This design comes from an exercise in tuning for small area on the open sky130 flow, not from production work.
Only simulation tests tie the RTL to the original design; equivalence was not proved.
Power is estimated from default activity; no workload was simulated.

Design noc_perm_bridge, start of the top module:
module noc_perm_bridge
#(
	parameter int LANES = perm_pkg::LANES_DEFAULT
) (
	input  wire        clk,
	input  wire        rst,
	input  wire        noc_to_dev_ctl,
	input  wire [7:0]  noc_to_dev_data,
	output logic       noc_from_dev_ctl,
	output logic [7:0] noc_from_dev_data,
	output logic       pushin,
	output logic       firstin,
	output logic [63:0] din,
	input  wire        stopin
);
Size in the first run: roughly 2000 cells after synthesis, about 1700 flip-flops, ~87 I/O pins.
export LEC_CHECK = 0
export CAP_MARGIN = 20
export CORE_MARGIN = 2
export CORE_UTILIZATION = 70
export PLACE_DENSITY = 0.8
export SLEW_MARGIN = 20
create_clock -name core_clock -period 5.0 [get_ports {clk}]
standard.sh (not shown) runs the stock make flow with config.mk's settings and CLKGATE_MAP_FILE= SYNTH_SCRIPT=/design/flow/synth_recipe.tcl, a recipe that flattens the netlist after the stock synthesis.
==> flow/flow/run.sh <==
#!/bin/bash
# The standard layout (standard.sh, standard synthesis unchanged) with two
# changes:
#  - ports are buffered with sky130_fd_sc_hd__buf_1 rather than the delay
#    buffer buffer_ports picks by default;
set -uo pipefail
export BUFFER_PORTS_ARGS="-buffer_cell sky130_fd_sc_hd__buf_1"
export RDIR="$PWD/orfs/results/$FLOW_PLATFORM/noc_perm_bridge/base"
LOGS="orfs/logs/$FLOW_PLATFORM/noc_perm_bridge/base"
LIMIT=0.126

slew_below() { # stage log -> 0 if the measured slew is below LIMIT
	STAGE=$1 openroad -exit flow/slew.tcl > "$2" 2>&1
	local worst
	worst=$(awk '/^WORSTCLKSLEW/ {print $2}' "$2")
	echo "$2: worst clock-pin slew ${worst:-unknown} ns"
	[[ -n "$worst" ]] && awk -v w="$worst" -v l="$LIMIT" 'BEGIN { exit !(w < l) }'
}

clusters=("32 100" "30 100" "28 100" "26 90" "24 80" "22 80" "20 70" "18 70" "16 60" "12 50")
last=$((${#clusters[@]} - 1))
for try in "${!clusters[@]}"; do
	read -r size diameter <<< "${clusters[$try]}"
	export CTS_ARGS="-sink_clustering_enable -repair_clock_nets -sink_clustering_size $size -sink_clustering_max_diameter $diameter -dont_use_dummy_load"
	if [[ $try -gt 0 ]]; then
		bash standard.sh clean_cts clean_route clean_finish > "make_clean_try$try.log" 2>&1
	fi
	echo "try $try: cluster size $size, diameter $diameter um"
	if ! bash standard.sh grt > "make_grt_try$try.log" 2>&1; then
		echo "try $try: layout failed before global routing"
		continue
	fi
	if [[ $try -lt $last ]] && ! slew_below grt "slew_grt_try$try.log"; then
		cp -r "$LOGS" "orfs_logs_try$try"
		continue
	fi
	if ! bash standard.sh > "make_finish_try$try.log" 2>&1; then
		echo "try $try: layout failed"
		cp -r "$LOGS" "orfs_logs_try$try"
		continue
	fi
	cp -r "$LOGS" "orfs_logs_try$try"
	if slew_below final "slew_final_try$try.log" || [[ $try -eq $last ]]; then
		exit 0
	fi
done
exit 0
Other scripts of this flow, unchanged in this note and not shown: flow/flow/slew.tcl
The baseline completed without violations.
Edit:
--- a/flow/flow/run.sh
+++ b/flow/flow/run.sh
@@ -18,5 +18,5 @@
 }
 
-clusters=("32 100" "30 100" "28 100" "26 90" "24 80" "22 80" "20 70" "18 70" "16 60" "12 50")
+clusters=("28 100" "27 90" "26 90" "26 70" "25 80" "25 70" "24 80" "24 70" "23 80" "22 80" "20 70" "18 70" "16 60" "12 50")
 last=$((${#clusters[@]} - 1))
 for try in "${!clusters[@]}"; do
CORE_UTILIZATION = 75   (was 70)
PLACE_DENSITY = 0.88   (was 0.8)
Effect: Combinational power is higher by 7.3%; wire length went up by 12%; setup slack gets worse by 0.0087 ns; global-route usage went up by 4.7 points; clock power goes down by about 1%; total power climbs by about 0.9%; cell area barely changes; die area decreases by 6.6%.
Edit:
CORE_UTILIZATION = 70   (was 75)
PLACE_DENSITY = 0.8   (was 0.88)
Outcome: Utilization falls by 5.1 points. Routed wire length falls by about 11%. Design area hardly moves. Area after synthesis is unchanged. Combinational power falls by 6.8%. Setup slack loses 0.017 ns.
Edit:
--- a/flow/flow/run.sh
+++ b/flow/flow/run.sh
@@ -18,9 +18,9 @@
 }
 
-clusters=("28 100" "27 90" "26 90" "26 70" "25 80" "25 70" "24 80" "24 70" "23 80" "22 80" "20 70" "18 70" "16 60" "12 50")
+clusters=("32 100" "30 100" "28 100" "26 90" "24 80" "22 80" "20 70" "18 70" "16 60" "12 50")
 last=$((${#clusters[@]} - 1))
 for try in "${!clusters[@]}"; do
 	read -r size diameter <<< "${clusters[$try]}"
-	export CTS_ARGS="-sink_clustering_enable -repair_clock_nets -sink_clustering_size $size -sink_clustering_max_diameter $diameter -dont_use_dummy_load"
+	export CTS_ARGS="-sink_clustering_enable -repair_clock_nets -sink_clustering_size $size -sink_clustering_max_diameter $diameter -dont_use_dummy_load -root_buf sky130_fd_sc_hd__clkbuf_8"
 	if [[ $try -gt 0 ]]; then
 		bash standard.sh clean_cts clean_route clean_finish > "make_clean_try$try.log" 2>&1
PLACE_DENSITY = 0.9   (was 0.8)
The changed run finished with timing, DRC and antenna clean.
Register-to-register slack got worse by 0.33 ns.
Maximum frequency goes down by 1.7%.
Design area grows by 0.72%.
Edit:
CORE_UTILIZATION = 75   (was 70)
PLACE_DENSITY = 0.88   (was 0.9)
Result: Flip-flop and latch count does not change. Global-route usage rose by 4.2 points. Combinational power rises by about 2%. Wire length grows by 9.7%. First-iteration DRC count rises by 18%. Synthesized area does not change. Worst hold slack gains 0.044 ns.
Edit:
--- a/flow/flow/run.sh
+++ b/flow/flow/run.sh
@@ -22,5 +22,5 @@
 for try in "${!clusters[@]}"; do
 	read -r size diameter <<< "${clusters[$try]}"
-	export CTS_ARGS="-sink_clustering_enable -repair_clock_nets -sink_clustering_size $size -sink_clustering_max_diameter $diameter -dont_use_dummy_load -root_buf sky130_fd_sc_hd__clkbuf_8"
+	export CTS_ARGS="-sink_clustering_enable -repair_clock_nets -sink_clustering_size $size -sink_clustering_max_diameter $diameter -dont_use_dummy_load"
 	if [[ $try -gt 0 ]]; then
 		bash standard.sh clean_cts clean_route clean_finish > "make_clean_try$try.log" 2>&1
CORE_UTILIZATION = 70   (was 75)
GPL_TIMING_DRIVEN = 0   (was not set)
PLACE_DENSITY = 0.8   (was 0.88)
- clock skew is lower by 0.011 ns
- clock-buffer cell count does not change
- core utilization drops by 4.5 points
- routed wire length went down by about 14%
- cell area climbs by about 0.8%
- non-clock buffer count went up by 12

## static timing again, ports no longer ideal
The results above use ideal ports. As a check the final layouts listed here were re-extracted and re-timed, cells and wires unchanged.
Step 1 sets driving cells, clkbuf_16 on the clock port and buf_2 on the other inputs (assumed; they add their load-dependent delay and slew).
Step 2, shift: input delay + t, output delay - t, t = (earliest + latest rising clock arrival at the registers) / 2. This alone moves slack from input paths to output paths.
a / b / c = no drivers / after step 1 / after step 2; a / b = the first two.
run	t, ns	slack for setup (ns)	hold WS [ns]	latest minus earliest clock arrival (ns)
the first run	0.700	1.549 / 1.484 / 1.301	0.384 / 0.384 / 0.384	0.081 / 0.080
the second run	0.692	1.540 / 1.478 / 1.158	0.406 / 0.406 / 0.406	0.048 / 0.049
the third run	0.685	1.523 / 1.454 / 1.100	0.358 / 0.358 / 0.358	0.092 / 0.092
the fourth run	0.817	1.463 / 1.463 / 0.827	0.312 / 0.269 / 0.379	0.085 / 0.084
the fifth run	0.829	1.294 / 1.227 / 1.080	0.356 / 0.308 / 0.399	0.068 / 0.069
the sixth run	0.707	1.219 / 1.154 / 0.680	0.383 / 0.383 / 0.383	0.064 / 0.064
After both steps every run listed still meets setup and hold. The setup slack of the fourth run, which loses most, moves by 0.000 ns with the drivers and by -0.636 ns with both steps.
